Source: an optimization exercise on an open RTL-to-GDS flow (aim: small area, a short achievable clock period and few clock cycles per item). Production flows keep margins and buffers that such runs may drop. Function not checked in this run: the RTL went through the layout flow alone. Power is estimated from default activity; no workload was simulated.

$ cat config.mk
export PLATFORM = sky130hd
export DESIGN_NAME = link_force_sequencer
export DESIGN_NICKNAME = link_force_sequencer
export VERILOG_FILES = /design/flow/design.v
export SDC_FILE = /design/flow/constraint.sdc
export NUM_CORES = 4
export LEC_CHECK = 0
export CAP_MARGIN = 20
export CORE_MARGIN = 2
export CORE_UTILIZATION = 60
export CTS_BUF_LIST = sky130_fd_sc_hd__clkbuf_16
export CTS_CLUSTER_DIAMETER = 80
export CTS_CLUSTER_SIZE = 30
export SETUP_SLACK_MARGIN = 4.3
export SLEW_MARGIN = 20
$ cat constraint.sdc
create_clock -name core_clock -period 8.0 [get_ports {clk}]
set_input_delay 1.6000 -clock core_clock [delete_from_list [all_inputs] [get_ports {clk}]]
set_output_delay 1.6000 -clock core_clock [all_outputs]
set_load 0.01 [all_outputs]
$ cat design.v
package mi_pipeline_pkg;
  localparam int SIZE       = 27;
  localparam int ADDR_WIDTH = 4;
  localparam int LINK_WIDTH = 4;
  localparam int K_WIDTH    = 18;
  localparam int FRAC       = 16;
  localparam int CS_LO      = 8;
endpackage
module link_table #(
  parameter int LINK_WIDTH = 4,
  parameter int ADDR_WIDTH = 4,
  parameter int K_WIDTH    = 18
) (
  input  logic                        clk,
  input  logic                        rst_n,
  input  logic                        we,
  input  logic [LINK_WIDTH-1:0]       waddr,
  input  logic [ADDR_WIDTH-1:0]       wmass_a,
  input  logic [ADDR_WIDTH-1:0]       wmass_b,
  input  logic signed [K_WIDTH-1:0]   wk,
  input  logic [LINK_WIDTH-1:0]       raddr,
  output logic                        rvalid,
  output logic signed [K_WIDTH-1:0]   rk,
  input  logic [LINK_WIDTH-1:0]       paddr,
  output logic [2*ADDR_WIDTH-1:0]     pmass,
  output logic [2*ADDR_WIDTH-1:0]     pmass0
);
  localparam int DEPTH = 1 << LINK_WIDTH;
  localparam int MW    = 2 * ADDR_WIDTH;
  logic [DEPTH-1:0]              vld;
  logic [DEPTH-1:0][MW-1:0]      m_ent;
  logic [DEPTH-1:0][K_WIDTH-1:0] k_ent;
  logic [DEPTH-1:0]              rsel;
  logic [DEPTH-1:0]              psel;
  always_ff @(posedge clk or negedge rst_n) begin
    if (!rst_n)
      vld <= '0;
    else if (we)
      vld[waddr] <= 1'b1;
  end
  for (genvar e = 0; e < DEPTH; e++) begin : g_ent
    always_ff @(posedge clk) begin
      if (we && waddr == e) begin
        m_ent[e] <= {wmass_a, wmass_b};
        k_ent[e] <= wk;
      end
    end
    assign rsel[e] = (raddr == e);
    assign psel[e] = (paddr == e);
  end
  assign pmass0 = m_ent[0];
  always_comb begin
    rvalid = 1'b0;
    rk     = '0;
    pmass  = '0;
    for (int e = 0; e < DEPTH; e++) begin
      rvalid = rvalid | (rsel[e] & vld[e]);
      rk     = rk | ({K_WIDTH{rsel[e] & vld[e]}} & k_ent[e]);
      pmass  = pmass | ({MW{psel[e]}} & m_ent[e]);
    end
  end
endmodule
module link_force_sequencer #(
  parameter int SIZE       = mi_pipeline_pkg::SIZE,
  parameter int ADDR_WIDTH = mi_pipeline_pkg::ADDR_WIDTH,
  parameter int LINK_WIDTH = mi_pipeline_pkg::LINK_WIDTH,
  parameter int K_WIDTH    = mi_pipeline_pkg::K_WIDTH,
  parameter int FRAC       = mi_pipeline_pkg::FRAC
) (
  input  logic                      clk,
  input  logic                      rst_n,
  input  logic                      start,
  input  logic [LINK_WIDTH:0]       n_links,
  input  logic                      cfg_we,
  input  logic [LINK_WIDTH-1:0]     cfg_addr,
  input  logic [ADDR_WIDTH-1:0]     cfg_mass_a,
  input  logic [ADDR_WIDTH-1:0]     cfg_mass_b,
  input  logic signed [K_WIDTH-1:0] cfg_k,
  output logic [ADDR_WIDTH-1:0]     r_addr_q1,
  output logic [ADDR_WIDTH-1:0]     r_addr_q2,
  input  logic signed [SIZE-1:0]    q1,
  input  logic signed [SIZE-1:0]    q2,
  output logic                      out_valid,
  input  logic                      out_ready,
  output logic [ADDR_WIDTH-1:0]     out_mass_a,
  output logic [ADDR_WIDTH-1:0]     out_mass_b,
  output logic signed [SIZE-1:0]    out_force,
  output logic                      busy,
  output logic                      done
);
  localparam int PW = SIZE + 1 + K_WIDTH;   
  localparam int HW = PW - FRAC;            
  localparam int ND = K_WIDTH / 2;          
  localparam int LO = mi_pipeline_pkg::CS_LO;
  logic                  active;    
  logic                  zdone;     
  logic                  iss;       
  logic [LINK_WIDTH-1:0] idx;       
  logic [LINK_WIDTH-1:0] idx_d;
  logic [LINK_WIDTH-1:0] pidx;
  logic                  rsm;       
  logic [LINK_WIDTH-1:0] ntx;       
  logic [LINK_WIDTH-1:0] last;      
  logic                  olast;     
  logic                  stall;
  logic                  xfer;
  logic                  issue;
  logic                  fin;
  logic                  start_go;
  logic                  we;
  logic                         t_valid;
  logic        [K_WIDTH-1:0]    t_k;
  logic [2*ADDR_WIDTH-1:0]      t_m;
  logic [2*ADDR_WIDTH-1:0]      t_m0;
  logic [2*ADDR_WIDTH-1:0]      pm;       
  logic [K_WIDTH:0] kx;
  logic [ND-1:0]    b_one;
  logic [ND-1:0]    b_two;
  logic [ND-1:0]    b_neg;
  logic                         s1_valid;
  logic        [SIZE:0]         s1_diff;
  logic [K_WIDTH-1:0]           s1_k;
  logic [2*ADDR_WIDTH-1:0]      s1_m;
  logic [PW-1:LO] cs_s;
  logic [PW-1:LO] cs_c;
  logic           cs_cl;
  logic                         s2_valid;
  logic [PW-1:LO]               s2_s;
  logic [PW-1:LO]               s2_c;
  logic                         s2_cl;
  logic [2*ADDR_WIDTH-1:0]      s2_m;
  logic [PW-1:LO]         prod;
  logic [HW-1:0]          hi;
  logic [SIZE-1:0]        force_d;
  assign stall    = out_valid & ~out_ready;
  assign xfer     = out_valid & out_ready;
  assign fin      = out_ready & olast;
  assign done     = fin | zdone;
  assign busy     = active & ~fin;
  assign start_go = start & ~active & (n_links != '0);
  assign issue    = start_go | (iss & ~rsm);
  assign we       = cfg_we & ~active;
  always_comb begin
    if (fin)
      idx_d = '0;
    else if (stall)
      idx_d = ntx + 1'b1;
    else if (issue)
      idx_d = idx + 1'b1;
    else
      idx_d = idx;
  end
  assign pidx = active ? (iss & ~rsm ? idx + 1'b1 : idx) : LINK_WIDTH'(1);
  link_table #(
    .LINK_WIDTH (LINK_WIDTH),
    .ADDR_WIDTH (ADDR_WIDTH),
    .K_WIDTH    (K_WIDTH)
  ) u_table (
    .clk     (clk),
    .rst_n   (rst_n),
    .we      (we),
    .waddr   (cfg_addr),
    .wmass_a (cfg_mass_a),
    .wmass_b (cfg_mass_b),
    .wk      (cfg_k),
    .raddr   (idx),
    .rvalid  (t_valid),
    .rk      (t_k),
    .paddr   (pidx),
    .pmass   (t_m),
    .pmass0  (t_m0)
  );
  always_ff @(posedge clk) begin
    if (we && cfg_addr == idx_d)
      pm <= {cfg_mass_a, cfg_mass_b};
    else if (idx_d == '0)
      pm <= t_m0;
    else
      pm <= t_m;
  end
  assign {r_addr_q1, r_addr_q2} = pm;
  always_ff @(posedge clk or negedge rst_n) begin
    if (!rst_n) begin
      active   <= 1'b0;
      zdone    <= 1'b0;
      iss      <= 1'b0;
      idx      <= '0;
      ntx      <= '0;
      last     <= '0;
      olast    <= 1'b0;
      rsm      <= 1'b0;
      s1_valid <= 1'b0;
      s2_valid <= 1'b0;
    end else begin
      zdone <= start & ~active & (n_links == '0);
      idx   <= idx_d;
      rsm   <= stall;
      if (start_go) begin
        active <= 1'b1;
        last   <= LINK_WIDTH'(n_links - 1'b1);
      end else if (fin) begin
        active <= 1'b0;
      end
      if (!stall)
        olast <= s2_valid & ~fin & ((out_valid ? ntx + 1'b1 : ntx) == last);
      if (fin) begin
        ntx <= '0;
        iss <= 1'b0;
      end else if (stall) begin
        iss      <= (ntx != last);
        s1_valid <= 1'b0;
        s2_valid <= 1'b0;
      end else begin
        if (xfer)
          ntx <= ntx + 1'b1;
        s1_valid <= issue;
        s2_valid <= s1_valid;
        if (issue)
          iss <= start_go ? (n_links > 5'd1) : (idx != last);
      end
    end
  end
  assign kx = {s1_k, 1'b0};
  always_comb begin
    for (int j = 0; j < ND; j++) begin
      b_one[j] = kx[2*j+1] ^ kx[2*j];
      b_two[j] = (kx[2*j+2] & ~kx[2*j+1] & ~kx[2*j]) | (~kx[2*j+2] & kx[2*j+1] & kx[2*j]);
      b_neg[j] = kx[2*j+2];
    end
  end
  always_ff @(posedge clk) begin
    s1_diff <= {q2[SIZE-1], q2} - {q1[SIZE-1], q1};
    s1_k    <= t_k;
    s1_m    <= t_valid ? pm : '0;
  end
  lfs_booth_csa u_mul (
    .diff  (s1_diff),
    .b_one (b_one),
    .b_two (b_two),
    .b_neg (b_neg),
    .s_hi  (cs_s),
    .c_hi  (cs_c),
    .c_lo  (cs_cl)
  );
  always_ff @(posedge clk) begin
    s2_s  <= cs_s;
    s2_c  <= cs_c;
    s2_cl <= cs_cl;
    s2_m  <= s1_m;
  end
  assign prod = s2_s + s2_c + (PW-LO)'(s2_cl);
  assign hi   = prod[PW-1:FRAC];
  always_comb begin
    if (hi[HW-1:SIZE-1] != '0 && hi[HW-1:SIZE-1] != '1)
      force_d = hi[HW-1] ? {1'b1, {(SIZE-1){1'b0}}} : {1'b0, {(SIZE-1){1'b1}}};
    else
      force_d = hi[SIZE-1:0];
  end
  always_ff @(posedge clk or negedge rst_n) begin
    if (!rst_n)
      out_valid <= 1'b0;
    else if (!stall)
      out_valid <= s2_valid & ~fin;
  end
  always_ff @(posedge clk) begin
    if (!stall) begin
      {out_mass_a, out_mass_b} <= s2_m;
      out_force                <= force_d;
    end
  end
endmodule
module lfs_booth_csa (
  input  logic [27:0] diff,
  input  logic [8:0] b_one,
  input  logic [8:0] b_two,
  input  logic [8:0] b_neg,
  output logic [37:0] s_hi,
  output logic [37:0] c_hi,
  output logic        c_lo
);
  logic [28:0] dx;
  logic [8:0] one, two, neg;
  logic [45:0] rs, rc;
  logic [8:0] lo;
  logic [28:0] pp0;
  logic [28:0] pp1;
  logic [28:0] pp2;
  logic [28:0] pp3;
  logic [28:0] pp4;
  logic [28:0] pp5;
  logic [28:0] pp6;
  logic [28:0] pp7;
  logic [28:0] pp8;
  assign dx = {diff[27], diff};
  assign one = b_one;
  assign two = b_two;
  assign neg = b_neg;
  assign pp0 = ({29{one[0]}} & dx | {29{two[0]}} & {dx[27:0], 1'b0}) ^ {29{neg[0]}};
  assign pp1 = ({29{one[1]}} & dx | {29{two[1]}} & {dx[27:0], 1'b0}) ^ {29{neg[1]}};
  assign pp2 = ({29{one[2]}} & dx | {29{two[2]}} & {dx[27:0], 1'b0}) ^ {29{neg[2]}};
  assign pp3 = ({29{one[3]}} & dx | {29{two[3]}} & {dx[27:0], 1'b0}) ^ {29{neg[3]}};
  assign pp4 = ({29{one[4]}} & dx | {29{two[4]}} & {dx[27:0], 1'b0}) ^ {29{neg[4]}};
  assign pp5 = ({29{one[5]}} & dx | {29{two[5]}} & {dx[27:0], 1'b0}) ^ {29{neg[5]}};
  assign pp6 = ({29{one[6]}} & dx | {29{two[6]}} & {dx[27:0], 1'b0}) ^ {29{neg[6]}};
  assign pp7 = ({29{one[7]}} & dx | {29{two[7]}} & {dx[27:0], 1'b0}) ^ {29{neg[7]}};
  assign pp8 = ({29{one[8]}} & dx | {29{two[8]}} & {dx[27:0], 1'b0}) ^ {29{neg[8]}};
  logic s1, c2;
  logic s3, c4;
  logic s5, c6;
  logic s7, c8;
  logic s9, c10;
  logic s11, c12;
  logic s13, c14;
  logic s15, c16;
  logic s17, c18;
  logic s19, c20;
  logic s21, c22;
  logic s23, c24;
  logic s25, c26;
  logic s27, c28;
  logic s29, c30;
  logic s31, c32;
  logic s33, c34;
  logic s35, c36;
  logic s37, c38;
  logic s39, c40;
  logic s41, c42;
  logic s43, c44;
  logic s45, c46;
  logic s47, c48;
  logic s49, c50;
  logic s51, c52;
  logic s53, c54;
  logic s55, c56;
  logic s57, c58;
  logic s59, c60;
  logic s61, c62;
  logic s63, c64;
  logic s65, c66;
  logic s67, c68;
  logic s69, c70;
  logic s71, c72;
  logic s73, c74;
  logic s75, c76;
  logic s77, c78;
  logic s79, c80;
  logic s81, c82;
  logic s83, c84;
  logic s85, c86;
  logic s87, c88;
  logic s89, c90;
  logic s91, c92;
  logic s93, c94;
  logic s95, c96;
  logic s97, c98;
  logic s99, c100;
  logic s101, c102;
  logic s103, c104;
  logic s105, c106;
  logic s107, c108;
  logic s109, c110;
  logic s111, c112;
  logic s113, c114;
  logic s115, c116;
  logic s117, c118;
  logic s119, c120;
  logic s121, c122;
  logic s123, c124;
  logic s125, c126;
  logic s127, c128;
  logic s129, c130;
  logic s131, c132;
  logic s133, c134;
  logic s135, c136;
  logic s137, c138;
  logic s139, c140;
  logic s141, c142;
  logic s143, c144;
  logic s145, c146;
  logic s147, c148;
  logic s149, c150;
  logic s151, c152;
  logic s153, c154;
  logic s155, c156;
  logic s157, c158;
  logic s159, c160;
  logic s161, c162;
  logic s163, c164;
  logic s165, c166;
  logic s167, c168;
  logic s169, c170;
  logic s171, c172;
  logic s173, c174;
  logic s175, c176;
  logic s177, c178;
  logic s179, c180;
  logic s181, c182;
  logic s183, c184;
  logic s185, c186;
  logic s187, c188;
  logic s189, c190;
  logic s191, c192;
  logic s193, c194;
  logic s195, c196;
  logic s197, c198;
  logic s199, c200;
  logic s201, c202;
  logic s203, c204;
  logic s205, c206;
  logic s207, c208;
  logic s209, c210;
  logic s211, c212;
  logic s213, c214;
  logic s215, c216;
  logic s217, c218;
  logic s219, c220;
  logic s221, c222;
  logic s223, c224;
  logic s225, c226;
  logic s227, c228;
  logic s229, c230;
  logic s231, c232;
  logic s233, c234;
  logic s235, c236;
  logic s237, c238;
  logic s239, c240;
  logic s241, c242;
  logic s243, c244;
  logic s245, c246;
  logic s247, c248;
  logic s249, c250;
  logic s251, c252;
  logic s253, c254;
  logic s255, c256;
  logic s257, c258;
  logic s259, c260;
  logic s261, c262;
  logic s263, c264;
  logic s265, c266;
  logic s267, c268;
  logic s269, c270;
  logic s271, c272;
  logic s273, c274;
  logic s275, c276;
  logic s277, c278;
  logic s279, c280;
  logic s281, c282;
  logic s283, c284;
  logic s285, c286;
  logic s287, c288;
  logic s289, c290;
  logic s291, c292;
  logic s293, c294;
  logic s295, c296;
  logic s297, c298;
  logic s299, c300;
  logic s301, c302;
  logic s303, c304;
  logic s305, c306;
  logic s307, c308;
  logic s309, c310;
  logic s311, c312;
  logic s313, c314;
  logic s315, c316;
  logic s317, c318;
  logic s319, c320;
  logic s321, c322;
  logic s323, c324;
  logic s325, c326;
  logic s327, c328;
  logic s329, c330;
  logic s331, c332;
  logic s333, c334;
  logic s335, c336;
  logic s337, c338;
  logic s339, c340;
  logic s341, c342;
  logic s343, c344;
  logic s345, c346;
  logic s347, c348;
  logic s349, c350;
  logic s351, c352;
  logic s353, c354;
  logic s355, c356;
  logic s357, c358;
  logic s359, c360;
  logic s361, c362;
  logic s363, c364;
  logic s365, c366;
  logic s367, c368;
  logic s369, c370;
  logic s371, c372;
  logic s373, c374;
  logic s375, c376;
  logic s377, c378;
  logic s379, c380;
  logic s381, c382;
  logic s383, c384;
  logic s385, c386;
  logic s387, c388;
  logic s389, c390;
  logic s391, c392;
  logic s393, c394;
  logic s395, c396;
  logic s397, c398;
  logic s399, c400;
  logic s401, c402;
  logic s403, c404;
  logic s405, c406;
  logic s407, c408;
  logic s409, c410;
  logic s411, c412;
  logic s413, c414;
  logic s415, c416;
  logic s417, c418;
  logic s419, c420;
  logic s421, c422;
  logic s423, c424;
  logic s425, c426;
  logic s427, c428;
  logic s429, c430;
  logic s431, c432;
  logic s433, c434;
  logic s435, c436;
  logic s437, c438;
  logic s439, c440;
  logic s441, c442;
  logic s443, c444;
  logic s445, c446;
  logic s447, c448;
  assign s1 = neg[1] ^ pp0[2] ^ pp1[0];
  assign c2 = (neg[1] & pp0[2]) | (neg[1] & pp1[0]) | (pp0[2] & pp1[0]);
  assign s3 = pp0[3] ^ pp1[1];
  assign c4 = pp0[3] & pp1[1];
  assign s5 = neg[2] ^ pp0[4] ^ pp1[2];
  assign c6 = (neg[2] & pp0[4]) | (neg[2] & pp1[2]) | (pp0[4] & pp1[2]);
  assign s7 = pp2[0] ^ c4;
  assign c8 = pp2[0] & c4;
  assign s9 = pp0[5] ^ pp1[3] ^ pp2[1];
  assign c10 = (pp0[5] & pp1[3]) | (pp0[5] & pp2[1]) | (pp1[3] & pp2[1]);
  assign s11 = c6 ^ c8;
  assign c12 = c6 & c8;
  assign s13 = neg[3] ^ pp0[6] ^ pp1[4];
  assign c14 = (neg[3] & pp0[6]) | (neg[3] & pp1[4]) | (pp0[6] & pp1[4]);
  assign s15 = pp2[2] ^ pp3[0] ^ c10;
  assign c16 = (pp2[2] & pp3[0]) | (pp2[2] & c10) | (pp3[0] & c10);
  assign s17 = s13 ^ c12;
  assign c18 = s13 & c12;
  assign s19 = pp0[7] ^ pp1[5] ^ pp2[3];
  assign c20 = (pp0[7] & pp1[5]) | (pp0[7] & pp2[3]) | (pp1[5] & pp2[3]);
  assign s21 = pp3[1] ^ c14 ^ s19;
  assign c22 = (pp3[1] & c14) | (pp3[1] & s19) | (c14 & s19);
  assign s23 = c16 ^ c18;
  assign c24 = c16 & c18;
  assign s25 = neg[4] ^ pp0[8] ^ pp1[6];
  assign c26 = (neg[4] & pp0[8]) | (neg[4] & pp1[6]) | (pp0[8] & pp1[6]);
  assign s27 = pp2[4] ^ pp3[2] ^ pp4[0];
  assign c28 = (pp2[4] & pp3[2]) | (pp2[4] & pp4[0]) | (pp3[2] & pp4[0]);
  assign s29 = c20 ^ s25 ^ s27;
  assign c30 = (c20 & s25) | (c20 & s27) | (s25 & s27);
  assign s31 = c22 ^ c24 ^ s29;
  assign c32 = (c22 & c24) | (c22 & s29) | (c24 & s29);
  assign s33 = pp0[9] ^ pp1[7] ^ pp2[5];
  assign c34 = (pp0[9] & pp1[7]) | (pp0[9] & pp2[5]) | (pp1[7] & pp2[5]);
  assign s35 = pp3[3] ^ pp4[1] ^ c26;
  assign c36 = (pp3[3] & pp4[1]) | (pp3[3] & c26) | (pp4[1] & c26);
  assign s37 = c28 ^ s33 ^ c30;
  assign c38 = (c28 & s33) | (c28 & c30) | (s33 & c30);
  assign s39 = s35 ^ c32 ^ s37;
  assign c40 = (s35 & c32) | (s35 & s37) | (c32 & s37);
  assign s41 = neg[5] ^ pp0[10] ^ pp1[8];
  assign c42 = (neg[5] & pp0[10]) | (neg[5] & pp1[8]) | (pp0[10] & pp1[8]);
  assign s43 = pp2[6] ^ pp3[4] ^ pp4[2];
  assign c44 = (pp2[6] & pp3[4]) | (pp2[6] & pp4[2]) | (pp3[4] & pp4[2]);
  assign s45 = pp5[0] ^ c34 ^ s41;
  assign c46 = (pp5[0] & c34) | (pp5[0] & s41) | (c34 & s41);
  assign s47 = s43 ^ c36 ^ s45;
  assign c48 = (s43 & c36) | (s43 & s45) | (c36 & s45);
  assign s49 = c38 ^ s47;
  assign c50 = c38 & s47;
  assign s51 = pp0[11] ^ pp1[9] ^ pp2[7];
  assign c52 = (pp0[11] & pp1[9]) | (pp0[11] & pp2[7]) | (pp1[9] & pp2[7]);
  assign s53 = pp3[5] ^ pp4[3] ^ pp5[1];
  assign c54 = (pp3[5] & pp4[3]) | (pp3[5] & pp5[1]) | (pp4[3] & pp5[1]);
  assign s55 = c42 ^ c44 ^ s51;
  assign c56 = (c42 & c44) | (c42 & s51) | (c44 & s51);
  assign s57 = s53 ^ c46 ^ s55;
  assign c58 = (s53 & c46) | (s53 & s55) | (c46 & s55);
  assign s59 = c48 ^ s57;
  assign c60 = c48 & s57;
  assign s61 = neg[6] ^ pp0[12] ^ pp1[10];
  assign c62 = (neg[6] & pp0[12]) | (neg[6] & pp1[10]) | (pp0[12] & pp1[10]);
  assign s63 = pp2[8] ^ pp3[6] ^ pp4[4];
  assign c64 = (pp2[8] & pp3[6]) | (pp2[8] & pp4[4]) | (pp3[6] & pp4[4]);
  assign s65 = pp5[2] ^ pp6[0] ^ c52;
  assign c66 = (pp5[2] & pp6[0]) | (pp5[2] & c52) | (pp6[0] & c52);
  assign s67 = c54 ^ s61 ^ s63;
  assign c68 = (c54 & s61) | (c54 & s63) | (s61 & s63);
  assign s69 = c56 ^ s65 ^ s67;
  assign c70 = (c56 & s65) | (c56 & s67) | (s65 & s67);
  assign s71 = c58 ^ s69;
  assign c72 = c58 & s69;
  assign s73 = pp0[13] ^ pp1[11] ^ pp2[9];
  assign c74 = (pp0[13] & pp1[11]) | (pp0[13] & pp2[9]) | (pp1[11] & pp2[9]);
  assign s75 = pp3[7] ^ pp4[5] ^ pp5[3];
  assign c76 = (pp3[7] & pp4[5]) | (pp3[7] & pp5[3]) | (pp4[5] & pp5[3]);
  assign s77 = pp6[1] ^ c62 ^ c64;
  assign c78 = (pp6[1] & c62) | (pp6[1] & c64) | (c62 & c64);
  assign s79 = s73 ^ s75 ^ c66;
  assign c80 = (s73 & s75) | (s73 & c66) | (s75 & c66);
  assign s81 = c68 ^ s77 ^ s79;
  assign c82 = (c68 & s77) | (c68 & s79) | (s77 & s79);
  assign s83 = c70 ^ c72;
  assign c84 = c70 & c72;
  assign s85 = neg[7] ^ pp0[14] ^ pp1[12];
  assign c86 = (neg[7] & pp0[14]) | (neg[7] & pp1[12]) | (pp0[14] & pp1[12]);
  assign s87 = pp2[10] ^ pp3[8] ^ pp4[6];
  assign c88 = (pp2[10] & pp3[8]) | (pp2[10] & pp4[6]) | (pp3[8] & pp4[6]);
  assign s89 = pp5[4] ^ pp6[2] ^ pp7[0];
  assign c90 = (pp5[4] & pp6[2]) | (pp5[4] & pp7[0]) | (pp6[2] & pp7[0]);
  assign s91 = c74 ^ c76 ^ s85;
  assign c92 = (c74 & c76) | (c74 & s85) | (c76 & s85);
  assign s93 = s87 ^ s89 ^ c78;
  assign c94 = (s87 & s89) | (s87 & c78) | (s89 & c78);
  assign s95 = s91 ^ c80 ^ s93;
  assign c96 = (s91 & c80) | (s91 & s93) | (c80 & s93);
  assign s97 = c82 ^ s95;
  assign c98 = c82 & s95;
  assign s99 = pp0[15] ^ pp1[13] ^ pp2[11];
  assign c100 = (pp0[15] & pp1[13]) | (pp0[15] & pp2[11]) | (pp1[13] & pp2[11]);
  assign s101 = pp3[9] ^ pp4[7] ^ pp5[5];
  assign c102 = (pp3[9] & pp4[7]) | (pp3[9] & pp5[5]) | (pp4[7] & pp5[5]);
  assign s103 = pp6[3] ^ pp7[1] ^ c86;
  assign c104 = (pp6[3] & pp7[1]) | (pp6[3] & c86) | (pp7[1] & c86);
  assign s105 = c88 ^ c90 ^ s99;
  assign c106 = (c88 & c90) | (c88 & s99) | (c90 & s99);
  assign s107 = s101 ^ c92 ^ s103;
  assign c108 = (s101 & c92) | (s101 & s103) | (c92 & s103);
  assign s109 = s105 ^ c94 ^ s107;
  assign c110 = (s105 & c94) | (s105 & s107) | (c94 & s107);
  assign s111 = c96 ^ s109;
  assign c112 = c96 & s109;
  assign s113 = neg[8] ^ pp0[16] ^ pp1[14];
  assign c114 = (neg[8] & pp0[16]) | (neg[8] & pp1[14]) | (pp0[16] & pp1[14]);
  assign s115 = pp2[12] ^ pp3[10] ^ pp4[8];
  assign c116 = (pp2[12] & pp3[10]) | (pp2[12] & pp4[8]) | (pp3[10] & pp4[8]);
  assign s117 = pp5[6] ^ pp6[4] ^ pp7[2];
  assign c118 = (pp5[6] & pp6[4]) | (pp5[6] & pp7[2]) | (pp6[4] & pp7[2]);
  assign s119 = pp8[0] ^ c100 ^ c102;
  assign c120 = (pp8[0] & c100) | (pp8[0] & c102) | (c100 & c102);
  assign s121 = s113 ^ s115 ^ s117;
  assign c122 = (s113 & s115) | (s113 & s117) | (s115 & s117);
  assign s123 = c104 ^ c106 ^ s119;
  assign c124 = (c104 & c106) | (c104 & s119) | (c106 & s119);
  assign s125 = s121 ^ c108 ^ s123;
  assign c126 = (s121 & c108) | (s121 & s123) | (c108 & s123);
  assign s127 = c110 ^ s125;
  assign c128 = c110 & s125;
  assign s129 = pp0[17] ^ pp1[15] ^ pp2[13];
  assign c130 = (pp0[17] & pp1[15]) | (pp0[17] & pp2[13]) | (pp1[15] & pp2[13]);
  assign s131 = pp3[11] ^ pp4[9] ^ pp5[7];
  assign c132 = (pp3[11] & pp4[9]) | (pp3[11] & pp5[7]) | (pp4[9] & pp5[7]);
  assign s133 = pp6[5] ^ pp7[3] ^ pp8[1];
  assign c134 = (pp6[5] & pp7[3]) | (pp6[5] & pp8[1]) | (pp7[3] & pp8[1]);
  assign s135 = c114 ^ c116 ^ c118;
  assign c136 = (c114 & c116) | (c114 & c118) | (c116 & c118);
  assign s137 = s129 ^ s131 ^ s133;
  assign c138 = (s129 & s131) | (s129 & s133) | (s131 & s133);
  assign s139 = c120 ^ c122 ^ s135;
  assign c140 = (c120 & c122) | (c120 & s135) | (c122 & s135);
  assign s141 = s137 ^ c124 ^ s139;
  assign c142 = (s137 & c124) | (s137 & s139) | (c124 & s139);
  assign s143 = c126 ^ s141;
  assign c144 = c126 & s141;
  assign s145 = pp0[18] ^ pp1[16] ^ pp2[14];
  assign c146 = (pp0[18] & pp1[16]) | (pp0[18] & pp2[14]) | (pp1[16] & pp2[14]);
  assign s147 = pp3[12] ^ pp4[10] ^ pp5[8];
  assign c148 = (pp3[12] & pp4[10]) | (pp3[12] & pp5[8]) | (pp4[10] & pp5[8]);
  assign s149 = pp6[6] ^ pp7[4] ^ pp8[2];
  assign c150 = (pp6[6] & pp7[4]) | (pp6[6] & pp8[2]) | (pp7[4] & pp8[2]);
  assign s151 = c130 ^ c132 ^ c134;
  assign c152 = (c130 & c132) | (c130 & c134) | (c132 & c134);
  assign s153 = s145 ^ s147 ^ s149;
  assign c154 = (s145 & s147) | (s145 & s149) | (s147 & s149);
  assign s155 = c136 ^ c138 ^ s151;
  assign c156 = (c136 & c138) | (c136 & s151) | (c138 & s151);
  assign s157 = s153 ^ c140 ^ s155;
  assign c158 = (s153 & c140) | (s153 & s155) | (c140 & s155);
  assign s159 = c142 ^ s157;
  assign c160 = c142 & s157;
  assign s161 = pp0[19] ^ pp1[17] ^ pp2[15];
  assign c162 = (pp0[19] & pp1[17]) | (pp0[19] & pp2[15]) | (pp1[17] & pp2[15]);
  assign s163 = pp3[13] ^ pp4[11] ^ pp5[9];
  assign c164 = (pp3[13] & pp4[11]) | (pp3[13] & pp5[9]) | (pp4[11] & pp5[9]);
  assign s165 = pp6[7] ^ pp7[5] ^ pp8[3];
  assign c166 = (pp6[7] & pp7[5]) | (pp6[7] & pp8[3]) | (pp7[5] & pp8[3]);
  assign s167 = c146 ^ c148 ^ c150;
  assign c168 = (c146 & c148) | (c146 & c150) | (c148 & c150);
  assign s169 = s161 ^ s163 ^ s165;
  assign c170 = (s161 & s163) | (s161 & s165) | (s163 & s165);
  assign s171 = c152 ^ c154 ^ s167;
  assign c172 = (c152 & c154) | (c152 & s167) | (c154 & s167);
  assign s173 = s169 ^ c156 ^ s171;
  assign c174 = (s169 & c156) | (s169 & s171) | (c156 & s171);
  assign s175 = c158 ^ s173;
  assign c176 = c158 & s173;
  assign s177 = pp0[20] ^ pp1[18] ^ pp2[16];
  assign c178 = (pp0[20] & pp1[18]) | (pp0[20] & pp2[16]) | (pp1[18] & pp2[16]);
  assign s179 = pp3[14] ^ pp4[12] ^ pp5[10];
  assign c180 = (pp3[14] & pp4[12]) | (pp3[14] & pp5[10]) | (pp4[12] & pp5[10]);
  assign s181 = pp6[8] ^ pp7[6] ^ pp8[4];
  assign c182 = (pp6[8] & pp7[6]) | (pp6[8] & pp8[4]) | (pp7[6] & pp8[4]);
  assign s183 = c162 ^ c164 ^ c166;
  assign c184 = (c162 & c164) | (c162 & c166) | (c164 & c166);
  assign s185 = s177 ^ s179 ^ s181;
  assign c186 = (s177 & s179) | (s177 & s181) | (s179 & s181);
  assign s187 = c168 ^ c170 ^ s183;
  assign c188 = (c168 & c170) | (c168 & s183) | (c170 & s183);
  assign s189 = s185 ^ c172 ^ s187;
  assign c190 = (s185 & c172) | (s185 & s187) | (c172 & s187);
  assign s191 = c174 ^ s189;
  assign c192 = c174 & s189;
  assign s193 = pp0[21] ^ pp1[19] ^ pp2[17];
  assign c194 = (pp0[21] & pp1[19]) | (pp0[21] & pp2[17]) | (pp1[19] & pp2[17]);
  assign s195 = pp3[15] ^ pp4[13] ^ pp5[11];
  assign c196 = (pp3[15] & pp4[13]) | (pp3[15] & pp5[11]) | (pp4[13] & pp5[11]);
  assign s197 = pp6[9] ^ pp7[7] ^ pp8[5];
  assign c198 = (pp6[9] & pp7[7]) | (pp6[9] & pp8[5]) | (pp7[7] & pp8[5]);
  assign s199 = c178 ^ c180 ^ c182;
  assign c200 = (c178 & c180) | (c178 & c182) | (c180 & c182);
  assign s201 = s193 ^ s195 ^ s197;
  assign c202 = (s193 & s195) | (s193 & s197) | (s195 & s197);
  assign s203 = c184 ^ c186 ^ s199;
  assign c204 = (c184 & c186) | (c184 & s199) | (c186 & s199);
  assign s205 = s201 ^ c188 ^ s203;
  assign c206 = (s201 & c188) | (s201 & s203) | (c188 & s203);
  assign s207 = c190 ^ s205;
  assign c208 = c190 & s205;
  assign s209 = pp0[22] ^ pp1[20] ^ pp2[18];
  assign c210 = (pp0[22] & pp1[20]) | (pp0[22] & pp2[18]) | (pp1[20] & pp2[18]);
  assign s211 = pp3[16] ^ pp4[14] ^ pp5[12];
  assign c212 = (pp3[16] & pp4[14]) | (pp3[16] & pp5[12]) | (pp4[14] & pp5[12]);
  assign s213 = pp6[10] ^ pp7[8] ^ pp8[6];
  assign c214 = (pp6[10] & pp7[8]) | (pp6[10] & pp8[6]) | (pp7[8] & pp8[6]);
  assign s215 = c194 ^ c196 ^ c198;
  assign c216 = (c194 & c196) | (c194 & c198) | (c196 & c198);
  assign s217 = s209 ^ s211 ^ s213;
  assign c218 = (s209 & s211) | (s209 & s213) | (s211 & s213);
  assign s219 = c200 ^ c202 ^ s215;
  assign c220 = (c200 & c202) | (c200 & s215) | (c202 & s215);
  assign s221 = s217 ^ c204 ^ s219;
  assign c222 = (s217 & c204) | (s217 & s219) | (c204 & s219);
  assign s223 = c206 ^ s221;
  assign c224 = c206 & s221;
  assign s225 = pp0[23] ^ pp1[21] ^ pp2[19];
  assign c226 = (pp0[23] & pp1[21]) | (pp0[23] & pp2[19]) | (pp1[21] & pp2[19]);
  assign s227 = pp3[17] ^ pp4[15] ^ pp5[13];
  assign c228 = (pp3[17] & pp4[15]) | (pp3[17] & pp5[13]) | (pp4[15] & pp5[13]);
  assign s229 = pp6[11] ^ pp7[9] ^ pp8[7];
  assign c230 = (pp6[11] & pp7[9]) | (pp6[11] & pp8[7]) | (pp7[9] & pp8[7]);
  assign s231 = c210 ^ c212 ^ c214;
  assign c232 = (c210 & c212) | (c210 & c214) | (c212 & c214);
  assign s233 = s225 ^ s227 ^ s229;
  assign c234 = (s225 & s227) | (s225 & s229) | (s227 & s229);
  assign s235 = c216 ^ c218 ^ s231;
  assign c236 = (c216 & c218) | (c216 & s231) | (c218 & s231);
  assign s237 = s233 ^ c220 ^ s235;
  assign c238 = (s233 & c220) | (s233 & s235) | (c220 & s235);
  assign s239 = c222 ^ s237;
  assign c240 = c222 & s237;
  assign s241 = pp0[24] ^ pp1[22] ^ pp2[20];
  assign c242 = (pp0[24] & pp1[22]) | (pp0[24] & pp2[20]) | (pp1[22] & pp2[20]);
  assign s243 = pp3[18] ^ pp4[16] ^ pp5[14];
  assign c244 = (pp3[18] & pp4[16]) | (pp3[18] & pp5[14]) | (pp4[16] & pp5[14]);
  assign s245 = pp6[12] ^ pp7[10] ^ pp8[8];
  assign c246 = (pp6[12] & pp7[10]) | (pp6[12] & pp8[8]) | (pp7[10] & pp8[8]);
  assign s247 = c226 ^ c228 ^ c230;
  assign c248 = (c226 & c228) | (c226 & c230) | (c228 & c230);
  assign s249 = s241 ^ s243 ^ s245;
  assign c250 = (s241 & s243) | (s241 & s245) | (s243 & s245);
  assign s251 = c232 ^ c234 ^ s247;
  assign c252 = (c232 & c234) | (c232 & s247) | (c234 & s247);
  assign s253 = s249 ^ c236 ^ s251;
  assign c254 = (s249 & c236) | (s249 & s251) | (c236 & s251);
  assign s255 = c238 ^ s253;
  assign c256 = c238 & s253;
  assign s257 = pp0[25] ^ pp1[23] ^ pp2[21];
  assign c258 = (pp0[25] & pp1[23]) | (pp0[25] & pp2[21]) | (pp1[23] & pp2[21]);
  assign s259 = pp3[19] ^ pp4[17] ^ pp5[15];
  assign c260 = (pp3[19] & pp4[17]) | (pp3[19] & pp5[15]) | (pp4[17] & pp5[15]);
  assign s261 = pp6[13] ^ pp7[11] ^ pp8[9];
  assign c262 = (pp6[13] & pp7[11]) | (pp6[13] & pp8[9]) | (pp7[11] & pp8[9]);
  assign s263 = c242 ^ c244 ^ c246;
  assign c264 = (c242 & c244) | (c242 & c246) | (c244 & c246);
  assign s265 = s257 ^ s259 ^ s261;
  assign c266 = (s257 & s259) | (s257 & s261) | (s259 & s261);
  assign s267 = c248 ^ c250 ^ s263;
  assign c268 = (c248 & c250) | (c248 & s263) | (c250 & s263);
  assign s269 = s265 ^ c252 ^ s267;
  assign c270 = (s265 & c252) | (s265 & s267) | (c252 & s267);
  assign s271 = c254 ^ s269;
  assign c272 = c254 & s269;
  assign s273 = pp0[26] ^ pp1[24] ^ pp2[22];
  assign c274 = (pp0[26] & pp1[24]) | (pp0[26] & pp2[22]) | (pp1[24] & pp2[22]);
  assign s275 = pp3[20] ^ pp4[18] ^ pp5[16];
  assign c276 = (pp3[20] & pp4[18]) | (pp3[20] & pp5[16]) | (pp4[18] & pp5[16]);
  assign s277 = pp6[14] ^ pp7[12] ^ pp8[10];
  assign c278 = (pp6[14] & pp7[12]) | (pp6[14] & pp8[10]) | (pp7[12] & pp8[10]);
  assign s279 = c258 ^ c260 ^ c262;
  assign c280 = (c258 & c260) | (c258 & c262) | (c260 & c262);
  assign s281 = s273 ^ s275 ^ s277;
  assign c282 = (s273 & s275) | (s273 & s277) | (s275 & s277);
  assign s283 = c264 ^ c266 ^ s279;
  assign c284 = (c264 & c266) | (c264 & s279) | (c266 & s279);
  assign s285 = s281 ^ c268 ^ s283;
  assign c286 = (s281 & c268) | (s281 & s283) | (c268 & s283);
  assign s287 = c270 ^ s285;
  assign c288 = c270 & s285;
  assign s289 = pp0[27] ^ pp1[25] ^ pp2[23];
  assign c290 = (pp0[27] & pp1[25]) | (pp0[27] & pp2[23]) | (pp1[25] & pp2[23]);
  assign s291 = pp3[21] ^ pp4[19] ^ pp5[17];
  assign c292 = (pp3[21] & pp4[19]) | (pp3[21] & pp5[17]) | (pp4[19] & pp5[17]);
  assign s293 = pp6[15] ^ pp7[13] ^ pp8[11];
  assign c294 = (pp6[15] & pp7[13]) | (pp6[15] & pp8[11]) | (pp7[13] & pp8[11]);
  assign s295 = c274 ^ c276 ^ c278;
  assign c296 = (c274 & c276) | (c274 & c278) | (c276 & c278);
  assign s297 = s289 ^ s291 ^ s293;
  assign c298 = (s289 & s291) | (s289 & s293) | (s291 & s293);
  assign s299 = c280 ^ c282 ^ s295;
  assign c300 = (c280 & c282) | (c280 & s295) | (c282 & s295);
  assign s301 = s297 ^ c284 ^ s299;
  assign c302 = (s297 & c284) | (s297 & s299) | (c284 & s299);
  assign s303 = c286 ^ s301;
  assign c304 = c286 & s301;
  assign s305 = 1'b1 ^ ~pp0[28] ^ pp1[26];
  assign c306 = (1'b1 & ~pp0[28]) | (1'b1 & pp1[26]) | (~pp0[28] & pp1[26]);
  assign s307 = pp2[24] ^ pp3[22] ^ pp4[20];
  assign c308 = (pp2[24] & pp3[22]) | (pp2[24] & pp4[20]) | (pp3[22] & pp4[20]);
  assign s309 = pp5[18] ^ pp6[16] ^ pp7[14];
  assign c310 = (pp5[18] & pp6[16]) | (pp5[18] & pp7[14]) | (pp6[16] & pp7[14]);
  assign s311 = pp8[12] ^ c290 ^ c292;
  assign c312 = (pp8[12] & c290) | (pp8[12] & c292) | (c290 & c292);
  assign s313 = c294 ^ s305 ^ s307;
  assign c314 = (c294 & s305) | (c294 & s307) | (s305 & s307);
  assign s315 = s309 ^ c296 ^ c298;
  assign c316 = (s309 & c296) | (s309 & c298) | (c296 & c298);
  assign s317 = s311 ^ s313 ^ c300;
  assign c318 = (s311 & s313) | (s311 & c300) | (s313 & c300);
  assign s319 = s315 ^ c302 ^ s317;
  assign c320 = (s315 & c302) | (s315 & s317) | (c302 & s317);
  assign s321 = 1'b1 ^ pp1[27] ^ pp2[25];
  assign c322 = (1'b1 & pp1[27]) | (1'b1 & pp2[25]) | (pp1[27] & pp2[25]);
  assign s323 = pp3[23] ^ pp4[21] ^ pp5[19];
  assign c324 = (pp3[23] & pp4[21]) | (pp3[23] & pp5[19]) | (pp4[21] & pp5[19]);
  assign s325 = pp6[17] ^ pp7[15] ^ pp8[13];
  assign c326 = (pp6[17] & pp7[15]) | (pp6[17] & pp8[13]) | (pp7[15] & pp8[13]);
  assign s327 = c306 ^ c308 ^ c310;
  assign c328 = (c306 & c308) | (c306 & c310) | (c308 & c310);
  assign s329 = s321 ^ s323 ^ s325;
  assign c330 = (s321 & s323) | (s321 & s325) | (s323 & s325);
  assign s331 = c312 ^ c314 ^ s327;
  assign c332 = (c312 & c314) | (c312 & s327) | (c314 & s327);
  assign s333 = s329 ^ c316 ^ s331;
  assign c334 = (s329 & c316) | (s329 & s331) | (c316 & s331);
  assign s335 = c318 ^ s333;
  assign c336 = c318 & s333;
  assign s337 = ~pp1[28] ^ pp2[26] ^ pp3[24];
  assign c338 = (~pp1[28] & pp2[26]) | (~pp1[28] & pp3[24]) | (pp2[26] & pp3[24]);
  assign s339 = pp4[22] ^ pp5[20] ^ pp6[18];
  assign c340 = (pp4[22] & pp5[20]) | (pp4[22] & pp6[18]) | (pp5[20] & pp6[18]);
  assign s341 = pp7[16] ^ pp8[14] ^ c322;
  assign c342 = (pp7[16] & pp8[14]) | (pp7[16] & c322) | (pp8[14] & c322);
  assign s343 = c324 ^ c326 ^ s337;
  assign c344 = (c324 & c326) | (c324 & s337) | (c326 & s337);
  assign s345 = s339 ^ c328 ^ c330;
  assign c346 = (s339 & c328) | (s339 & c330) | (c328 & c330);
  assign s347 = s341 ^ s343 ^ c332;
  assign c348 = (s341 & s343) | (s341 & c332) | (s343 & c332);
  assign s349 = s345 ^ c334 ^ s347;
  assign c350 = (s345 & c334) | (s345 & s347) | (c334 & s347);
  assign s351 = 1'b1 ^ pp2[27] ^ pp3[25];
  assign c352 = (1'b1 & pp2[27]) | (1'b1 & pp3[25]) | (pp2[27] & pp3[25]);
  assign s353 = pp4[23] ^ pp5[21] ^ pp6[19];
  assign c354 = (pp4[23] & pp5[21]) | (pp4[23] & pp6[19]) | (pp5[21] & pp6[19]);
  assign s355 = pp7[17] ^ pp8[15] ^ c338;
  assign c356 = (pp7[17] & pp8[15]) | (pp7[17] & c338) | (pp8[15] & c338);
  assign s357 = c340 ^ s351 ^ s353;
  assign c358 = (c340 & s351) | (c340 & s353) | (s351 & s353);
  assign s359 = c342 ^ c344 ^ s355;
  assign c360 = (c342 & c344) | (c342 & s355) | (c344 & s355);
  assign s361 = s357 ^ c346 ^ s359;
  assign c362 = (s357 & c346) | (s357 & s359) | (c346 & s359);
  assign s363 = c348 ^ s361;
  assign c364 = c348 & s361;
  assign s365 = ~pp2[28] ^ pp3[26] ^ pp4[24];
  assign c366 = (~pp2[28] & pp3[26]) | (~pp2[28] & pp4[24]) | (pp3[26] & pp4[24]);
  assign s367 = pp5[22] ^ pp6[20] ^ pp7[18];
  assign c368 = (pp5[22] & pp6[20]) | (pp5[22] & pp7[18]) | (pp6[20] & pp7[18]);
  assign s369 = pp8[16] ^ c352 ^ c354;
  assign c370 = (pp8[16] & c352) | (pp8[16] & c354) | (c352 & c354);
  assign s371 = s365 ^ s367 ^ c356;
  assign c372 = (s365 & s367) | (s365 & c356) | (s367 & c356);
  assign s373 = c358 ^ s369 ^ c360;
  assign c374 = (c358 & s369) | (c358 & c360) | (s369 & c360);
  assign s375 = s371 ^ c362 ^ s373;
  assign c376 = (s371 & c362) | (s371 & s373) | (c362 & s373);
  assign s377 = 1'b1 ^ pp3[27] ^ pp4[25];
  assign c378 = (1'b1 & pp3[27]) | (1'b1 & pp4[25]) | (pp3[27] & pp4[25]);
  assign s379 = pp5[23] ^ pp6[21] ^ pp7[19];
  assign c380 = (pp5[23] & pp6[21]) | (pp5[23] & pp7[19]) | (pp6[21] & pp7[19]);
  assign s381 = pp8[17] ^ c366 ^ c368;
  assign c382 = (pp8[17] & c366) | (pp8[17] & c368) | (c366 & c368);
  assign s383 = s377 ^ s379 ^ c370;
  assign c384 = (s377 & s379) | (s377 & c370) | (s379 & c370);
  assign s385 = s381 ^ c372 ^ s383;
  assign c386 = (s381 & c372) | (s381 & s383) | (c372 & s383);
  assign s387 = c374 ^ s385;
  assign c388 = c374 & s385;
  assign s389 = ~pp3[28] ^ pp4[26] ^ pp5[24];
  assign c390 = (~pp3[28] & pp4[26]) | (~pp3[28] & pp5[24]) | (pp4[26] & pp5[24]);
  assign s391 = pp6[22] ^ pp7[20] ^ pp8[18];
  assign c392 = (pp6[22] & pp7[20]) | (pp6[22] & pp8[18]) | (pp7[20] & pp8[18]);
  assign s393 = c378 ^ c380 ^ s389;
  assign c394 = (c378 & c380) | (c378 & s389) | (c380 & s389);
  assign s395 = s391 ^ c382 ^ s393;
  assign c396 = (s391 & c382) | (s391 & s393) | (c382 & s393);
  assign s397 = c384 ^ s395 ^ c386;
  assign c398 = (c384 & s395) | (c384 & c386) | (s395 & c386);
  assign s399 = 1'b1 ^ pp4[27] ^ pp5[25];
  assign c400 = (1'b1 & pp4[27]) | (1'b1 & pp5[25]) | (pp4[27] & pp5[25]);
  assign s401 = pp6[23] ^ pp7[21] ^ pp8[19];
  assign c402 = (pp6[23] & pp7[21]) | (pp6[23] & pp8[19]) | (pp7[21] & pp8[19]);
  assign s403 = c390 ^ c392 ^ s399;
  assign c404 = (c390 & c392) | (c390 & s399) | (c392 & s399);
  assign s405 = s401 ^ c394 ^ s403;
  assign c406 = (s401 & c394) | (s401 & s403) | (c394 & s403);
  assign s407 = c396 ^ s405;
  assign c408 = c396 & s405;
  assign s409 = ~pp4[28] ^ pp5[26] ^ pp6[24];
  assign c410 = (~pp4[28] & pp5[26]) | (~pp4[28] & pp6[24]) | (pp5[26] & pp6[24]);
  assign s411 = pp7[22] ^ pp8[20] ^ c400;
  assign c412 = (pp7[22] & pp8[20]) | (pp7[22] & c400) | (pp8[20] & c400);
  assign s413 = c402 ^ s409 ^ c404;
  assign c414 = (c402 & s409) | (c402 & c404) | (s409 & c404);
  assign s415 = s411 ^ c406 ^ s413;
  assign c416 = (s411 & c406) | (s411 & s413) | (c406 & s413);
  assign s417 = 1'b1 ^ pp5[27] ^ pp6[25];
  assign c418 = (1'b1 & pp5[27]) | (1'b1 & pp6[25]) | (pp5[27] & pp6[25]);
  assign s419 = pp7[23] ^ pp8[21] ^ c410;
  assign c420 = (pp7[23] & pp8[21]) | (pp7[23] & c410) | (pp8[21] & c410);
  assign s421 = s417 ^ c412 ^ s419;
  assign c422 = (s417 & c412) | (s417 & s419) | (c412 & s419);
  assign s423 = c414 ^ s421;
  assign c424 = c414 & s421;
  assign s425 = ~pp5[28] ^ pp6[26] ^ pp7[24];
  assign c426 = (~pp5[28] & pp6[26]) | (~pp5[28] & pp7[24]) | (pp6[26] & pp7[24]);
  assign s427 = pp8[22] ^ c418 ^ s425;
  assign c428 = (pp8[22] & c418) | (pp8[22] & s425) | (c418 & s425);
  assign s429 = c420 ^ s427 ^ c422;
  assign c430 = (c420 & s427) | (c420 & c422) | (s427 & c422);
  assign s431 = 1'b1 ^ pp6[27] ^ pp7[25];
  assign c432 = (1'b1 & pp6[27]) | (1'b1 & pp7[25]) | (pp6[27] & pp7[25]);
  assign s433 = pp8[23] ^ c426 ^ s431;
  assign c434 = (pp8[23] & c426) | (pp8[23] & s431) | (c426 & s431);
  assign s435 = c428 ^ s433;
  assign c436 = c428 & s433;
  assign s437 = ~pp6[28] ^ pp7[26] ^ pp8[24];
  assign c438 = (~pp6[28] & pp7[26]) | (~pp6[28] & pp8[24]) | (pp7[26] & pp8[24]);
  assign s439 = c432 ^ s437 ^ c434;
  assign c440 = (c432 & s437) | (c432 & c434) | (s437 & c434);
  assign s441 = 1'b1 ^ pp7[27] ^ pp8[25];
  assign c442 = (1'b1 & pp7[27]) | (1'b1 & pp8[25]) | (pp7[27] & pp8[25]);
  assign s443 = c438 ^ s441;
  assign c444 = c438 & s441;
  assign s445 = ~pp7[28] ^ pp8[26] ^ c442;
  assign c446 = (~pp7[28] & pp8[26]) | (~pp7[28] & c442) | (pp8[26] & c442);
  assign s447 = 1'b1 ^ pp8[27];
  assign c448 = 1'b1 & pp8[27];
  assign rs[0] = pp0[0];
  assign rc[0] = neg[0];
  assign rs[1] = pp0[1];
  assign rc[1] = 1'b0;
  assign rs[2] = s1;
  assign rc[2] = 1'b0;
  assign rs[3] = c2;
  assign rc[3] = s3;
  assign rs[4] = s5;
  assign rc[4] = s7;
  assign rs[5] = s9;
  assign rc[5] = s11;
  assign rs[6] = s15;
  assign rc[6] = s17;
  assign rs[7] = s21;
  assign rc[7] = s23;
  assign rs[8] = s31;
  assign rc[8] = 1'b0;
  assign rs[9] = s39;
  assign rc[9] = 1'b0;
  assign rs[10] = c40;
  assign rc[10] = s49;
  assign rs[11] = c50;
  assign rc[11] = s59;
  assign rs[12] = c60;
  assign rc[12] = s71;
  assign rs[13] = s81;
  assign rc[13] = s83;
  assign rs[14] = c84;
  assign rc[14] = s97;
  assign rs[15] = c98;
  assign rc[15] = s111;
  assign rs[16] = c112;
  assign rc[16] = s127;
  assign rs[17] = c128;
  assign rc[17] = s143;
  assign rs[18] = c144;
  assign rc[18] = s159;
  assign rs[19] = c160;
  assign rc[19] = s175;
  assign rs[20] = c176;
  assign rc[20] = s191;
  assign rs[21] = c192;
  assign rc[21] = s207;
  assign rs[22] = c208;
  assign rc[22] = s223;
  assign rs[23] = c224;
  assign rc[23] = s239;
  assign rs[24] = c240;
  assign rc[24] = s255;
  assign rs[25] = c256;
  assign rc[25] = s271;
  assign rs[26] = c272;
  assign rc[26] = s287;
  assign rs[27] = c288;
  assign rc[27] = s303;
  assign rs[28] = c304;
  assign rc[28] = s319;
  assign rs[29] = c320;
  assign rc[29] = s335;
  assign rs[30] = c336;
  assign rc[30] = s349;
  assign rs[31] = c350;
  assign rc[31] = s363;
  assign rs[32] = c364;
  assign rc[32] = s375;
  assign rs[33] = c376;
  assign rc[33] = s387;
  assign rs[34] = c388;
  assign rc[34] = s397;
  assign rs[35] = c398;
  assign rc[35] = s407;
  assign rs[36] = c408;
  assign rc[36] = s415;
  assign rs[37] = c416;
  assign rc[37] = s423;
  assign rs[38] = c424;
  assign rc[38] = s429;
  assign rs[39] = c430;
  assign rc[39] = s435;
  assign rs[40] = c436;
  assign rc[40] = s439;
  assign rs[41] = c440;
  assign rc[41] = s443;
  assign rs[42] = c444;
  assign rc[42] = s445;
  assign rs[43] = c446;
  assign rc[43] = s447;
  assign rs[44] = ~pp8[28];
  assign rc[44] = c448;
  assign rs[45] = 1'b1;
  assign rc[45] = 1'b0;
  assign lo = {1'b0, rs[7:0]} + {1'b0, rc[7:0]};
  assign c_lo = lo[8];
  assign s_hi = rs[45:8];
  assign c_hi = rc[45:8];
endmodule
$ cat flow/run.sh
#!/bin/bash
# The standard layout (standard.sh), with the port buffers that
# buffer_ports inserts made sky130_fd_sc_hd__buf_2 cells.
set -euo pipefail
bash standard.sh "BUFFER_PORTS_ARGS=-buffer_cell sky130_fd_sc_hd__buf_2" finish > standard_make.log 2>&1
$ cat standard.sh
#!/bin/bash
# synth_recipe.tcl (not shown) runs the flow's synth.tcl, then flattens the netlist and writes it again
# the make line also repeats each setting of config.mk as NAME=value (left out here)
make -C /OpenROAD-flow-scripts/flow DESIGN_CONFIG=/design/flow/config.mk WORK_HOME=/design/flow/orfs CLKGATE_MAP_FILE= SYNTH_SCRIPT=/design/flow/synth_recipe.tcl "${@:-finish}"
==> qor.log <==
qor: run_status.outcome finished clean
qor: setup_path.critical_path_cell_by_cell buf_8 -> nor2b_1 -> nand2_1 -> o311a_1 -> o22ai_2 -> fa_1 -> fa_1 -> fa_1 -> fa_1 -> inv_1 -> ha_1
qor: final_layout.multi_input_area 0.0213 sq mm
qor: yosys.synth_fa_ha_area_share 15.7%
qor: die.die_width 260 microns
qor: final_layout.sequential_cell_area 0.0174 sq mm
qor: drt.remaining_drc_errors 0
qor: setup_path.worst_path_max_delay_cell sky130_fd_sc_hd__fa_1
qor: drt.drt-initial-drc-count 4,864
qor: setup_path.worst_path_maximum_fanout 36
qor: power_and_ir_drop.power.share.clock 11.9%
qor: setup_path.critical_path.n_buffers_inverters 2
qor: timing.final-hold-violation-count 0
qor: placed_design.place_ws 3030 ps
qor: yosys.synth_area_leaders sky130_fd_sc_hd__edfxtp_1 35%, sky130_fd_sc_hd__fa_1 9.5%, sky130_fd_sc_hd__dfxtp_1 7.3%
qor: power_and_ir_drop.power.static_leakage 0.0172 uW
qor: timing.timing.final.crit_share 48.2%
qor: drt.totalWireLength 132,000 microns
qor: drt.avgRoutedWirePerCell 27.8 microns
qor: final_layout.area_growth 17.7%
qor: cts.cts_root_buf sky130_fd_sc_hd__clkbuf_16
qor: setup_path.delay_of_the_slowest_cell_on_the_worst_path 550 ps
qor: timing.timing.setup.tns 0 ps
qor: power_and_ir_drop.power_switching 7360 uW
qor: global_route.grt_first_pass_wirelength 192,000 microns
qor: yosys.post_synthesis_compound_gate_area_fraction 21.8%
qor: die.rows 93
qor: final_layout.nNetsFinal 4,270
qor: yosys.post-synth-top-area-cell sky130_fd_sc_hd__edfxtp_1
qor: power_and_ir_drop.internal-power 9130 uW
qor: yosys.synth-edff-count 451
qor: yosys.multiplexer_share_of_the_synthesized_area 0.520%
qor: yosys.ys_seq_area_share 44.2%
qor: setup_path.setup.worst_path.start_class flip-flop
qor: yosys.post_synth_inst_count 3,800
qor: yosys.largest_family_of_logic_cells_by_synthesized_area compound AO/OA/AOI/OAI gates
qor: setup_path.crit_path_end_kind flip-flop
qor: die.start_util 60.8%
qor: yosys.synth_fp_nets 4,197
qor: global_route.globalRouteOverflowTotal 0
qor: global_route.track_usage 37.4%
qor: yosys.synth_top_area_share 34.6%
qor: cts.cts_tree done
qor: yosys.ys.flop_type sky130_fd_sc_hd__edfxtp_1
qor: cts.cts.sinks 630
qor: global_route.grt_max_degree 55
qor: yosys.post_synth_and_or_nand_nor_area_fraction 9.66%
qor: yosys.synth_area 0.0392 sq mm
qor: drt.ant_nets 0
qor: setup_path.crit_path_frequent_cell sky130_fd_sc_hd__fa_1
qor: setup_path.setup.worst_path.class flip-flop to flip-flop
qor: power_and_ir_drop.power.ir.vdd_worst 0.000263 V
qor: cts.clk_path_buf_depth 3
qor: cts.clk_pin_slew_worst_paths 100 ps
qor: power_and_ir_drop.totalPowerFinal 16,500 uW
qor: cts.clkLatencyLatePin 680 ps
qor: timing.setup_repair_after_global_routing_missed_its_margin yes
qor: yosys.async_reset_ff_share 5.71%
qor: final_layout.postLayoutCellArea 0.0461 sq mm
qor: timing.finalClockSkew 25.3 ps
qor: yosys.syn_avg_cell_area 10.3 sq um
qor: die.die-area 0.0674 sq mm
qor: global_route.antenna_found_initial 7
qor: yosys.synthMostInstantiatedCell sky130_fd_sc_hd__edfxtp_1
qor: timing.holdWs 335 ps
qor: cts.cts_max_level 1
qor: power_and_ir_drop.netSwitchingFraction 44.6%
qor: cts.post_cts_hold_buffer_count 0
qor: setup_path.crit_required 8560 ps
qor: placed_design.buffer_ports.inserted 139
qor: timing.min_period 3850 ps
qor: final_layout.fillerInstances 4,612
qor: die.floorplan.io_pins 140
qor: yosys.post_synth_xor_area_fraction 2.48%
qor: yosys.synth.lib_cells_used.distinct 84
qor: timing.slew_headroom 20.6%
qor: yosys.postSynthRegisterBits 630
qor: placed_design.globalplace.congestion 0.902
qor: yosys.synth_warn 2
qor: setup_path.cp_top_delay_family adder cells
qor: drt.routed_via_count 33,200
qor: timing.finalWorstSetupSlack 4150 ps
qor: timing.worst-slew-pin-transition 1180 ps
qor: power_and_ir_drop.combinationalPowerShare 60.9%
qor: timing.achievable-frequency 0.260 GHz
qor: yosys.synth_commonest_cells 451 x sky130_fd_sc_hd__edfxtp_1, 321 x sky130_fd_sc_hd__nand2_1, 303 x sky130_fd_sc_hd__clkbuf_1
qor: final_layout.drive_gt1_share 21.5%
qor: worst_hold_path.min-delay-path-class flip-flop to flip-flop
qor: power_and_ir_drop.power.share.sequential 27.2%
qor: power_and_ir_drop.pwr_density_cell 357 mW/mm^2
qor: global_route.first_global_vias 31,400
qor: job.max-cap-violations 0
qor: die.chipHeight 260 microns
qor: timing.slew_viol_final 0
qor: placed_design.postPlaceCellArea 0.0405 sq mm
qor: drt.first_pass_iteration_count_of_the_detailed_router 6
qor: placed_design.place_hpwl 74,200 microns
qor: cts.cts_made_buffers 31
qor: drt.post_drt_via_cell_ratio 6.99
qor: setup_path.crit_arrival 4410 ps
qor: timing.report.final.setup_viol 0
qor: die.core_area 0.0645 sq mm
[worst reg2reg max path, cell delays in order, from the launching register on]
cell and delay, ps:
sky130_fd_sc_hd__dfxtp_1 360, sky130_fd_sc_hd__buf_8 260, sky130_fd_sc_hd__nor2b_1 300, sky130_fd_sc_hd__nand2_1 120
sky130_fd_sc_hd__o311a_1 160, sky130_fd_sc_hd__o22ai_2 220, sky130_fd_sc_hd__fa_1 530, sky130_fd_sc_hd__fa_1 420
sky130_fd_sc_hd__fa_1 510, sky130_fd_sc_hd__fa_1 550, sky130_fd_sc_hd__inv_1 40, sky130_fd_sc_hd__ha_1 280
[routing by layer]
layer | vias to the layer above | GRT usage, % | wire [microns] | share of wire (%)
met5 | - | 0 | 54 | 0.041
met4 | 8 | 21.1 | 9350 | 7.1
met3 | 610 | 6.83 | 13900 | 11
met2 | 2207 | 60.9 | 61500 | 47
met1 | 16200 | 47.4 | 47300 | 36
li1 | 14200 | - | - | -
[power by group through the flow]
stage | clock network, uW | registers [uW] | logic, uW
finish | 1960 | 4480 | 10000
global route | 2090 | 4510 | 10900
floorplan | 0 | 4380 | 6080
detailed placement | 0 | 4600 | 8190
global placement | 0 | 4600 | 7900
CTS | 1980 | 4460 | 9200
[repair_timing]
| item | in CTS | in global routing |
|---|---|---|
| buffers inserted | 96 | 42 |
| endpoints found under the hold margin | 0 | 0 |
| cloned | 32 | 16 |
| resized for setup | 300 | 261 |
| setup endpoints to repair | 97 | 85 |
| pin swaps | 50 | 81 |
[cell type report]
| cell class | count | share of cell area [%] |
|---|---|---|
| repair buffers | 405 | 9.47 |
| inverters | 204 | 1.77 |
| clock buffers | 31 | 1.68 |
| clock inverters | 27 | 0.735 |
| multi-input cells | 2599 | 46.3 |
| repair inverters | 2 | 0.0326 |
| diodes | 2 | 0.0109 |
| flip-flops and latches | 630 | 37.7 |
| well taps | 855 | 2.32 |
[kinds of logic after synthesis]
family,count (synthesis)
multiplexers,19
flip-flops,630
buffers and inverters,582
adder cells (fa/ha/maj),402
AND/OR/NAND/NOR,819
XOR/XNOR,111
AO/OA/AOI/OAI,1237
[worst paths after layout]
path / slack, ps / startpoint / depth (start not counted) / endpoint
max in group asynchronous: 6370 / rst_n / 1 / idx[2]
hold / removal: 340 / s1_m[2] / 0 / s2_m[2]
min in group asynchronous: 1020 / rst_n / 1 / active
setup reg to reg: 4150 / s1_diff[16] / 11 / s2_c[11]
setup / recovery: 4150 / s1_diff[16] / 11 / s2_c[11]
hold reg to reg: 340 / s1_m[2] / 0 / s2_m[2]
[flip-flops by register name, summed over array words and instances, names as in the netlist, 4 cells and up]
| register | count |
|---|---|
| idx | 4 |
| s1_k | 18 |
| pm | 8 |
| s2_c | 35 |
| s2_m | 8 |
| s1_m | 8 |
| u_table.vld | 16 |
| last | 4 |
| out_force | 27 |
| out_mass_a | 4 |
| s1_diff | 28 |
| u_table.m_ent | 128 |
| s2_s | 37 |
| ntx | 4 |
| u_table.k_ent | 288 |
| out_mass_b | 4 |
[through the flow]
stage / std cells / util, %
floorplan: 3800 / -
finish: 4755 / 71.5
CTS: 4694 / 69.0
detailed placement: 4508 / 62.8
global route: 4754 / 71.5
global placement: 4507 / 62.7
[placed cells by master, fill, tap and decap left out, types with 42 or more instances in the layout]
cell type,count
sky130_fd_sc_hd__a211oi_1,48
sky130_fd_sc_hd__nor2_1,161
sky130_fd_sc_hd__nand2_1,316
sky130_fd_sc_hd__o21ai_1,60
sky130_fd_sc_hd__a22oi_1,97
sky130_fd_sc_hd__o21ai_0,101
sky130_fd_sc_hd__a221oi_1,101
sky130_fd_sc_hd__o311a_1,64
sky130_fd_sc_hd__dfxtp_1,122
sky130_fd_sc_hd__buf_2,138
sky130_fd_sc_hd__clkbuf_16,42
sky130_fd_sc_hd__ha_1,113
sky130_fd_sc_hd__o22ai_2,46
sky130_fd_sc_hd__maj3_1,89
sky130_fd_sc_hd__buf_4,142
sky130_fd_sc_hd__edfxtp_1,451
sky130_fd_sc_hd__fa_2,57
sky130_fd_sc_hd__inv_1,190
sky130_fd_sc_hd__fa_1,128
sky130_fd_sc_hd__nor2b_1,96
sky130_fd_sc_hd__xor2_1,58
sky130_fd_sc_hd__a22o_1,88
sky130_fd_sc_hd__a21o_1,43
sky130_fd_sc_hd__a21oi_1,263
sky130_fd_sc_hd__buf_12,43
sky130_fd_sc_hd__xnor2_1,49
sky130_fd_sc_hd__o22ai_1,84

port drivers added, routing unchanged:
How much do the figures lean on ideal ports? The routed layout below was timed once more, with nothing changed but the port constraints. Step 1 sets driving cells, clkbuf_16 on the clock port and buf_2 on the other inputs (assumed; they add their load-dependent delay and slew). Step 2 also shifts input and output timing later by t, the mid clock arrival at the registers, as if the neighbouring blocks saw the same clock. a / b / c = ideal / step 1 / step 2; a / b = the first two.
t, ns: 0.735
slack for setup (ns): 4.147 / 4.147 / 3.747
hold slack, ns: 0.335 / 0.335 / 0.335
After both steps this run still meets setup and hold. For this run, drivers alone change the setup slack by 0.000 ns; drivers and shift together by -0.400 ns.
